From an optimization exercise on the open Yosys and OpenROAD flow, aimed at small area; shortcuts taken in it are not production practice. The RTL was checked by simulation tests, not by an equivalence proof against the original design. The clock port is modelled as an ideal driver; clocking choices that lean on that would not hold on a real chip. Power is estimated from default activity; no workload was simulated.

`flow/standard.sh`:
```
#!/bin/bash
# synth_recipe.tcl (not shown) runs the flow's synth.tcl, then flattens the netlist and writes it again
# the make line also repeats each setting of config.mk as NAME=value (left out here)
make -C /OpenROAD-flow-scripts/flow DESIGN_CONFIG=/design/flow/config.mk WORK_HOME=/design/flow/orfs CLKGATE_MAP_FILE= SYNTH_SCRIPT=/design/flow/synth_recipe.tcl "${@:-finish}"
```
`flow/design.v`:
```
package hk_pkg;
    localparam int ADR_W = 12;
    localparam int DAT_W = 32;
    localparam logic [DAT_W-1:0] DEVICE_ID = 32'h484B_494F;
    localparam logic [DAT_W-1:0] FW_VERSION = {8'd1, 8'd4, 8'd2, 8'd17};
    localparam int SERIAL_W = 64;
    localparam logic [SERIAL_W-1:0] SERIAL_ID = 64'h5A3C_0F96_1E2D_4B87;
    localparam int CTRL_W = 16;
    localparam int NUM_CLOCKS = 5;
    localparam int MON_GATE_CYCLES = 256;
    localparam int MON_GATE_W = $clog2(MON_GATE_CYCLES);
    localparam int MON_RES_W = 8;
endpackage
`timescale 1ns/1ps
module clock_count_cell (
    input  logic                         clk_i,
    input  logic                         rst_i,
    input  logic                         mon_clk_i,
    input  logic                         blank_i,
    input  logic                         win_i,
    output logic [hk_pkg::MON_RES_W-1:0] res_o
);
    logic [6:0] smp_q;
    logic armed_q;
    logic rise;
    logic pulse;
    logic [hk_pkg::MON_RES_W-1:0] cnt_q;
    always_ff @(posedge clk_i) begin
        if (rst_i) begin
            smp_q[0] <= 1'b0;
        end else begin
            smp_q[0] <= mon_clk_i;
        end
    end
    always_ff @(posedge clk_i) begin
        smp_q[6:1] <= smp_q[5:0];
    end
    assign rise  = smp_q[5] && !smp_q[6];
    assign pulse = rise && armed_q;
    always_ff @(posedge clk_i) begin
        if (rst_i) begin
            armed_q <= 1'b0;
        end else if (rise && !blank_i) begin
            armed_q <= 1'b1;
        end
    end
    always_ff @(posedge clk_i) begin
        if (rst_i) begin
            cnt_q <= '0;
        end else if (win_i) begin
            cnt_q <= hk_pkg::MON_RES_W'(pulse);
        end else begin
            cnt_q[hk_pkg::MON_RES_W-2:0] <= cnt_q[hk_pkg::MON_RES_W-2:0] + (hk_pkg::MON_RES_W-1)'(pulse);
            cnt_q[hk_pkg::MON_RES_W-1] <= cnt_q[hk_pkg::MON_RES_W-1] || (pulse && (&cnt_q[hk_pkg::MON_RES_W-2:0]));
        end
    end
    always_ff @(posedge clk_i) begin
        if (rst_i) begin
            res_o <= '0;
        end else if (win_i) begin
            res_o <= cnt_q;
        end
    end
endmodule
`timescale 1ns/1ps
module clock_mon (
    input  logic                          clk_i,
    input  logic                          rst_i,
    input  logic [hk_pkg::NUM_CLOCKS-1:0] clk_mon_i,
    output logic [hk_pkg::NUM_CLOCKS*hk_pkg::MON_RES_W-1:0] res_o
);
    localparam logic [7:0] GATE_START   = 8'hFF;   
    localparam logic [7:0] GATE_WIN     = 8'hFE;   
    localparam logic [7:0] GATE_UNBLANK = 8'hF4;   
    logic [7:0] gate_q;
    logic gate_fb;
    logic win;
    logic blank_q;
    assign gate_fb = gate_q[7] ^ gate_q[4] ^ gate_q[2] ^ gate_q[0] ^ (gate_q[6:0] == 7'd0);
    always_ff @(posedge clk_i) begin
        if (rst_i) begin
            gate_q <= GATE_START;
        end else begin
            gate_q <= {gate_q[6:0], gate_fb};
        end
    end
    always_ff @(posedge clk_i) begin
        if (rst_i) begin
            blank_q <= 1'b1;
        end else if (gate_q == GATE_UNBLANK) begin
            blank_q <= 1'b0;
        end
    end
    assign win = (gate_q == GATE_WIN);
    for (genvar i = 0; i < hk_pkg::NUM_CLOCKS; i++) begin : g_cell
        clock_count_cell u_cell (
            .clk_i     (clk_i),
            .rst_i     (rst_i),
            .mon_clk_i (clk_mon_i[i]),
            .blank_i   (blank_q),
            .win_i     (win),
            .res_o     (res_o[i*hk_pkg::MON_RES_W +: hk_pkg::MON_RES_W])
        );
    end
endmodule
`timescale 1ns/1ps
module hk_bus_decode (
    input  logic clk_i,
    input  logic rst_i,
    input  logic cyc_i,
    input  logic stb_i,
    output logic ph1_o,
    output logic ack_o
);
    logic st0_q;
    logic st1_q;
    always_ff @(posedge clk_i) begin
        if (rst_i) begin
            st0_q <= 1'b0;
            st1_q <= 1'b0;
        end else begin
            st0_q <= !st1_q && (st0_q || (cyc_i && stb_i));
            st1_q <= st0_q;
        end
    end
    assign ph1_o = st0_q && !st1_q;
    assign ack_o = st1_q && !st0_q;
endmodule
`timescale 1ns/1ps
module hk_id_regs (
    input  logic                      clk_i,
    input  logic                      rst_i,
    input  logic                      ph1_i,
    input  logic                      ack_i,
    input  logic                      we_i,
    input  logic [hk_pkg::ADR_W-1:0]  adr_i,
    input  logic [31:0]               dat_i,
    output logic                      serial_bit_o,
    output logic [hk_pkg::CTRL_W-1:0] ctrl_o
);
    logic int_slot2;
    logic int_slot3;
    logic [6:0] ptr_q;
    assign int_slot2 = (adr_i[11:6] == 6'd0) && (adr_i[3:2] == 2'd2);
    assign int_slot3 = (adr_i[11:6] == 6'd0) && (adr_i[3:2] == 2'd3);
    always_ff @(posedge clk_i) begin
        if (rst_i) begin
            ctrl_o <= '0;
        end else if (ph1_i && we_i && int_slot3) begin
            ctrl_o <= dat_i[hk_pkg::CTRL_W-1:0];
        end
    end
    always_ff @(posedge clk_i) begin
        if (rst_i) begin
            ptr_q <= '0;
        end else if (ack_i && int_slot2) begin
            if (we_i) begin
                if (dat_i[31]) begin
                    ptr_q <= '0;
                end
            end else if (!ptr_q[6]) begin
                ptr_q <= ptr_q + 1'b1;
            end
        end
    end
    assign serial_bit_o = !ptr_q[6] && hk_pkg::SERIAL_ID[ptr_q[5:0]];
endmodule
`timescale 1ns/1ps
module hk_top (
    input  logic                      clk_i,
    input  logic                      rst_i,
    input  logic                      cyc_i,
    input  logic                      stb_i,
    input  logic                      we_i,
    input  logic [hk_pkg::ADR_W-1:0]  adr_i,
    input  logic [31:0]               dat_i,
    output logic                      ack_o,
    output logic [31:0]               dat_o,
    input  logic                      sys_clk_i,
    input  logic                      gtp_clk_i,
    input  logic                      rx_clk_i,
    input  logic                      rx_clk_x2_i,
    input  logic                      clk200_i,
    output logic [hk_pkg::CTRL_W-1:0] ctrl_o
);
    logic ph1;
    logic serial_bit;
    logic [hk_pkg::NUM_CLOCKS*hk_pkg::MON_RES_W-1:0] res;
    logic [hk_pkg::NUM_CLOCKS-1:0] alive;
    logic [2:0] ch;
    hk_bus_decode u_decode (
        .clk_i (clk_i),
        .rst_i (rst_i),
        .cyc_i (cyc_i),
        .stb_i (stb_i),
        .ph1_o (ph1),
        .ack_o (ack_o)
    );
    hk_id_regs u_id_regs (
        .clk_i        (clk_i),
        .rst_i        (rst_i),
        .ph1_i        (ph1),
        .ack_i        (ack_o),
        .we_i         (we_i),
        .adr_i        (adr_i),
        .dat_i        (dat_i),
        .serial_bit_o (serial_bit),
        .ctrl_o       (ctrl_o)
    );
    clock_mon u_clock_mon (
        .clk_i     (clk_i),
        .rst_i     (rst_i),
        .clk_mon_i ({clk200_i, rx_clk_x2_i, rx_clk_i, gtp_clk_i, sys_clk_i}),
        .res_o     (res)
    );
    for (genvar i = 0; i < hk_pkg::NUM_CLOCKS; i++) begin : g_alive
        assign alive[i] = (res[i*hk_pkg::MON_RES_W +: hk_pkg::MON_RES_W] != '0);
    end
    assign ch = adr_i[4:2];
    always_comb begin
        dat_o = '0;
        if (!we_i && (adr_i[11:6] == 6'd0)) begin
            case (adr_i[3:2])
                2'd0: dat_o = hk_pkg::DEVICE_ID;
                2'd1: dat_o = hk_pkg::FW_VERSION;
                2'd2: dat_o[0] = serial_bit;
                default: dat_o = {11'b0, alive, ctrl_o};
            endcase
        end else if (!we_i && (adr_i[11:6] == 6'd1) && (ch < 3'd5)) begin
            dat_o[hk_pkg::MON_RES_W-1:0] = res[ch*hk_pkg::MON_RES_W +: hk_pkg::MON_RES_W];
        end
    end
endmodule
```
`flow/config.mk`:
```
export PLATFORM = sky130hd
export DESIGN_NAME = hk_top
export DESIGN_NICKNAME = hk_top
export VERILOG_FILES = /design/flow/design.v
export SDC_FILE = /design/flow/constraint.sdc
export NUM_CORES = 4
export LEC_CHECK = 0
export CAP_MARGIN = 0
export CORE_MARGIN = 2
export CORE_UTILIZATION = 75
export PLACE_DENSITY = 0.85
export SLEW_MARGIN = 0
```
`flow/flow/run.sh`:
```
#!/bin/bash
# Standard layout with: an area-oriented ABC script and no separate adder
# mapping in synthesis (registers are untouched), a small port buffer, and a
# lighter clock tree.
set -euo pipefail
W=$PWD
export MY_ABC_SCRIPT=$W/flow/area.abc
export MY_ABC_DIR=$W/abc_tries
export MY_ABC_SEEDS="1 2 3 4 5 6"
export BUFFER_PORTS_ARGS="-buffer_cell sky130_fd_sc_hd__buf_1"
export POST_CTS_TCL=$W/flow/post_cts.tcl
export SKIP_REPAIR_TIE_FANOUT=1
export CTS_ARGS="-root_buf sky130_fd_sc_hd__clkbuf_8 -buf_list sky130_fd_sc_hd__clkbuf_4 -sink_clustering_enable -sink_clustering_size 30 -sink_clustering_max_diameter 80 -dont_use_dummy_load"
{ head -n 1 synth_recipe.tcl; cat flow/abc_override.tcl; tail -n +2 synth_recipe.tcl; } > my_synth.tcl
bash standard.sh SYNTH_SCRIPT=$W/my_synth.tcl ADDER_MAP_FILE= finish > standard.log 2>&1
```
`flow/flow/abc_override.tcl`:
```
# Map with an area-oriented ABC script (flow/area.abc) instead of the speed
# one. The script's synthesis is randomised by a seed (@SEED@), so it runs once
# per seed in MY_ABC_SEEDS and the smallest mapping is kept (multi-start).
proc abc {args} {
  set i [lsearch -exact $args -script]
  set l [lsearch -exact $args -liberty]
  if { $i < 0 || $l < 0 } {
    yosys abc {*}$args
    return
  }
  set lib [lindex $args [expr {$l + 1}]]
  set dir $::env(MY_ABC_DIR)
  file mkdir $dir
  set fh [open $::env(MY_ABC_SCRIPT) r]
  set template [read $fh]
  close $fh
  yosys design -save pre_abc
  set best_area 1e18
  set best_seed -1
  foreach seed $::env(MY_ABC_SEEDS) {
    yosys design -load pre_abc
    set script $dir/area_$seed.abc
    set fh [open $script w]
    puts $fh [string map [list @SEED@ $seed] $template]
    close $fh
    lset args [expr {$i + 1}] $script
    yosys abc {*}$args
    yosys tee -q -o $dir/stat_$seed.txt stat -liberty $lib
    set fh [open $dir/stat_$seed.txt r]
    set stat [read $fh]
    close $fh
    if { [regexp {Chip area for module '[^']*': ([0-9.eE+]+)} $stat -> area] } {
      puts "abc seed $seed area $area"
      if { $area < $best_area } {
        set best_area $area
        set best_seed $seed
        yosys design -save best_abc
      }
    }
  }
  if { $best_seed < 0 } {
    error "no ABC mapping succeeded"
  }
  yosys design -load best_abc
  puts "abc kept seed $best_seed area $best_area"
}
```
`flow/flow/area.abc`:
```
strash; &get -n; &deepsyn -T 20 -S @SEED@; &put; &get -n; &dch -f; &nf -R 1000 -p; &put; strash; &get -n; &deepsyn -T 20 -S @SEED@; &put; &get -n; &dch -f; &nf -R 1000 -p; &put
```
`flow/flow/post_cts.tcl`:
```
set upsized 0
foreach inst [get_cells -filter "ref_name == sky130_fd_sc_hd__clkbuf_4"] {
  set out [get_pins -of_objects $inst -filter "direction == output"]
  set net [get_nets -of_objects $out]
  set fo [llength [get_pins -of_objects $net -filter "direction == input"]]
  if { $fo >= 11 } {
    replace_cell $inst sky130_fd_sc_hd__clkbuf_8
    incr upsized
  }
}
puts "post_cts: upsized $upsized clock leaf buffers"
if { $upsized > 0 } {
  detailed_placement
  check_placement -verbose
}
```
`flow/constraint.sdc`:
```
create_clock -name core_clock -period 10.0 [get_ports {clk_i}]
set_input_delay 2.0000 -clock core_clock [delete_from_list [all_inputs] [get_ports {clk_i}]]
set_output_delay 2.0000 -clock core_clock [all_outputs]
set_load 0.01 [all_outputs]
```
==> flow_results.org <==
** Global routing
- Global-route total usage across every layer :: 32.4%
- Summed over all layers, the global routing overflow is 0.
- First-pass GRT wire length :: between 15,000 and 20,000 um
- Number of antenna violations at the first check in global routing :: 0
- The via count of the first global-routing pass was 4,000.
- Entering global routing, the biggest net connects 61 pins.

** Pwr
- Share of total power consumed by net switching :: 22.2%
- Share of total power in combinational logic :: 4.0%
- Switching component of the power :: 0.000212 W
- Per report_power, the sequential group accounts for 65.8% of the total.
- Power spread over the standard cell area amounts to 167 mW/mm2.
- The internal portion of the total power is 0.000740 W.
- The clock network accounts for a little under a third of the total power.
- Across the VDD grid, the largest voltage drop is 0.000146 V.
- For this design the static power due to leakage is 2.12 nW.

** Place
- Final weighted congestion of routability-driven global placement :: 0.845
- Input and output buffers added on the ports amount to 77.
- Cell Count Post-Placement :: roughly 640
- Detailed placement HPWL :: 8050 um

** Finish
- Signed area change from the synthesized netlist to the final layout :: 10.9%
- After the last flow step, the layout net total stands at 632.
- Share of final-layout standard cells stronger than drive strength 1 :: 4.34%
- Utilization of the core after routing :: 84.9%
- Leaving out fill and tap cells, the most frequent cell in the layout is dfxtp_1.
- Most frequent cells in the layout :: dfxtp_1, buf_1, a22o_1
- The number of antenna diodes in the final layout is 0.
- Number of non-filler instances in the completed layout :: 656

** Drt
- For this block, the routed nets add up to 12,000 um of wire.
- ANT nets after route :: 0
- For this block, the via count after detailed routing is ~4,300.
- After detailed routing, the number of vias per cell comes to 6.61.
- Pre-antenna DRT Iters :: 5
- After the first detailed-routing iteration, the DRC count stood at between 300 and 400.
- Wire length per cell after detailed routing :: around 18 um
- Count of unresolved DRC violations after routing :: 0

** Critical path
- Maximum fanout count along the critical path :: 8
- Delay of the slowest critical-path stage :: 0.85 ns
- Worst-case register-to-register setup slack :: 7.19 ns
- Endpoint required time on the critical path :: roughly 8.0 ns
- Cell chain of the critical path :: buf_1 -> nor3_1 -> nand2_1 -> nor3b_1 -> nand2_1 -> nor3_1 -> a22oi_1 -> nand4_1 -> buf_1
- Worst Path Arrival :: 4.19 ns
- On the critical path, the stage with the largest delay is an instance of nor3_1.
- Origin of the worst setup path :: adr_i[8]
- Grouping stages by cell kind, the critical path spends the most delay in simple AND/OR/NAND/NOR gates.
- The worst register-to-register path begins at u_clock_mon.gate_q[0]$_SDFF_PP1_.
- Buffers & Inverters on Critical Path :: 2
- STA classifies the critical path endpoint as a primary output.
- Type of the worst setup path :: in2out
- Critical Path Source Type :: input pin

** STA
- Unrepaired setup endpoints after global routing :: no
- Measured against its own limit, the worst slew margin works out to 25.7%.
- Subtracting the final worst setup slack from the clock period gives slightly above 6 ns.
- For this run, the top clock speed supported by timing is 162 MHz.
- Setup violations remaining at the end of the flow were counted as 0.
- Final hold viol count :: 0
- For the pin with the worst max-slew slack, the measured transition is 1.11 ns.
- Final setup skew :: 0.0343 ns
- In the final timing run, aggregate negative setup slack is 0 ns.
- Period Utilization, post-route :: 61.9%
- Number of pins exceeding their max-slew limit in the final report :: 0

** Logic synthesis
- Most area-consuming cells after synthesis :: dfxtp_1, a22o_1, a21oi_1, nor3_1, nor2_1
- Synthesis instantiated 35 different standard cells from the library.
- The mapped netlist covers 0.00515 mm2.
- The number of nets in the synthesized netlist is 540.
- After synthesis the netlist holds a flip-flop and latch count of 154.
- Fraction of the yosys area taken by sequential cells :: 59.9%
- Summed over all instances, the cell type with the most area after synthesis is dfxtp_1.
- Averaged over all synthesized cells, the footprint is 10.6 um2.
- For this run, the number of Yosys warnings is 5.
- Counting every instance in the synthesized netlist gives 486.
- Area share of the largest cell type after synthesis :: approximately 60%

** Floorplan
- Width of the die :: 86.8 um
- The die covers 0.00754 mm2.
- Chip height :: about 87 um
- The initialized floorplan defines 30 standard-cell rows.
- Count of pins on the block boundary :: 103
- Effective utilization at floorplan :: 76.6%
- The core region is 0.00672 mm2.

** Min path
- Worst Hold Class :: reg2reg
- Hold path start :: u_clock_mon.g_cell[0].u_cell.smp_q[0]$_SDFF_PP0_

** Run status
- Outcome :: finished clean

** Clock network
- Clock-pin slew was measured on the worst setup and hold paths at approximately 0.080 ns.
- Clock sink count :: ~150
- TritonCTS built the clock tree.
- Clock latency on the worst-skew pair :: 0.44 ns

** Run
- Count of max-cap constraint violations :: 0
-- state kept, by name (all words and copies together), names as in the netlist --
signal	flops
u_id_regs.ptr_q	7
u_clock_mon.g_cell.u_cell.res_o	40
u_clock_mon.blank_q	1
u_clock_mon.gate_q	8
u_decode.st0_q	1
u_clock_mon.g_cell.u_cell.armed_q	5
u_clock_mon.g_cell.u_cell.smp_q	35
u_id_regs.ctrl_o	16
u_clock_mon.g_cell.u_cell.cnt_q	40
u_decode.st1_q	1
-- area by class of cell --
class	count	area, um2
Fill cell	389	1010
Timing Repair Buffer	82	327
Tap cell	80	100
Inverter	13	48.8
Clock buffer	17	171
Sequential cell	154	3080
Multi-Input combinational cell	310	1980
-- per-stage QoR --
| stage | power (W) | area [um2] | hold WS, ns | setup slack (ns) |
|---|---|---|---|---|
| floorplan | 0.000660 | 5150 | 0.310 | 4.10 |
| global route | 0.000982 | 5710 | 0.321 | 3.64 |
| global placement | 0.000675 | 5540 | 0.310 | 3.98 |
| detailed placement | 0.000678 | 5540 | 0.312 | 3.95 |
| finish | 0.000951 | 5710 | 0.325 | 3.81 |
-- Yosys cell counts, drive strengths merged --
library cell	count
a32oi	5
nand3	6
nand2b	4
nor3	27
o21a	1
nor4	4
and3	13
buf	9
and4	5
nor4b	1
or4	4
o311ai	1
and2	12
a21oi	42
or2	8
nor3b	1
a21boi	1
o221ai	1
o211ai	1
nand2	16
o21ai	25
nand4	1
a211oi	5
dfxtp	154
nor2b	7
a22o	56
nor2	34
a221oi	5
conb	1
a222oi	8
a22oi	3
clkinv	13
xnor2	3
a32o	5
a31oi	4
-- per-layer routing --
layer,share of wire (%),global-route usage [%]
met1,40,37.7
met2,49,55.7
met3,8.4,9.81
met4,2.6,13.2
met5,0,0
-- path summary, 6_finish.rpt --
kind                                                                            to  depth (start not counted)
worst min-delay path                 u_clock_mon.g_cell[0].u_cell.smp_q[1]$_DFF_P_                          0
worst min register to register       u_clock_mon.g_cell[0].u_cell.smp_q[1]$_DFF_P_                          0
worst max-delay path                                                      dat_o[0]                          9
worst max register to register  u_clock_mon.g_cell[4].u_cell.res_o[3]$_SDFFE_PP0P_                          5
-- logic make-up after synthesis --
family | count (synthesis) | synth area share [%]
other | 1 | 0.0729
AO/OA/AOI/OAI | 163 | 22.7
flip-flops | 154 | 59.9
buffers and inverters | 22 | 2.26
XOR/XNOR | 3 | 0.511
AND/OR/NAND/NOR | 143 | 14.6
-- power groups by stage --
stage | registers (W) | logic [W] | clock network, W
floorplan | 0.000639 | 0.0000212 | 0
global placement | 0.000640 | 0.0000356 | 0
detailed placement | 0.000640 | 0.0000372 | 0
global route | 0.000627 | 0.0000415 | 0.000313
finish | 0.000626 | 0.0000385 | 0.000287

afterwards: timing with drivers on the ports:
The flow's constraints put no driver on any port. The routed layout listed below was extracted and timed again, unchanged, in two steps. Step 1: set_driving_cell puts a clkbuf_16 on clk_i and a buf_2 on each other input, an assumption about the parent block. Step 2 times the ports against the registers' clock, not the clock port: input delays grow and output delays shrink by t, the midpoint of the rising clock arrivals with the driver on. Slacks: no drivers / after step 1 / after step 2; pairs: no drivers / after step 1.
t (ns): 0.452
slack for setup (ns): 3.810 / 3.788 / 3.788
hold WS [ns]: 0.325 / 0.325 / 0.325
latest minus earliest clock arrival (ns): 0.035 / 0.035
After both steps this run still meets setup and hold. For this run, drivers alone change the setup slack by -0.022 ns; drivers and shift together by -0.022 ns.
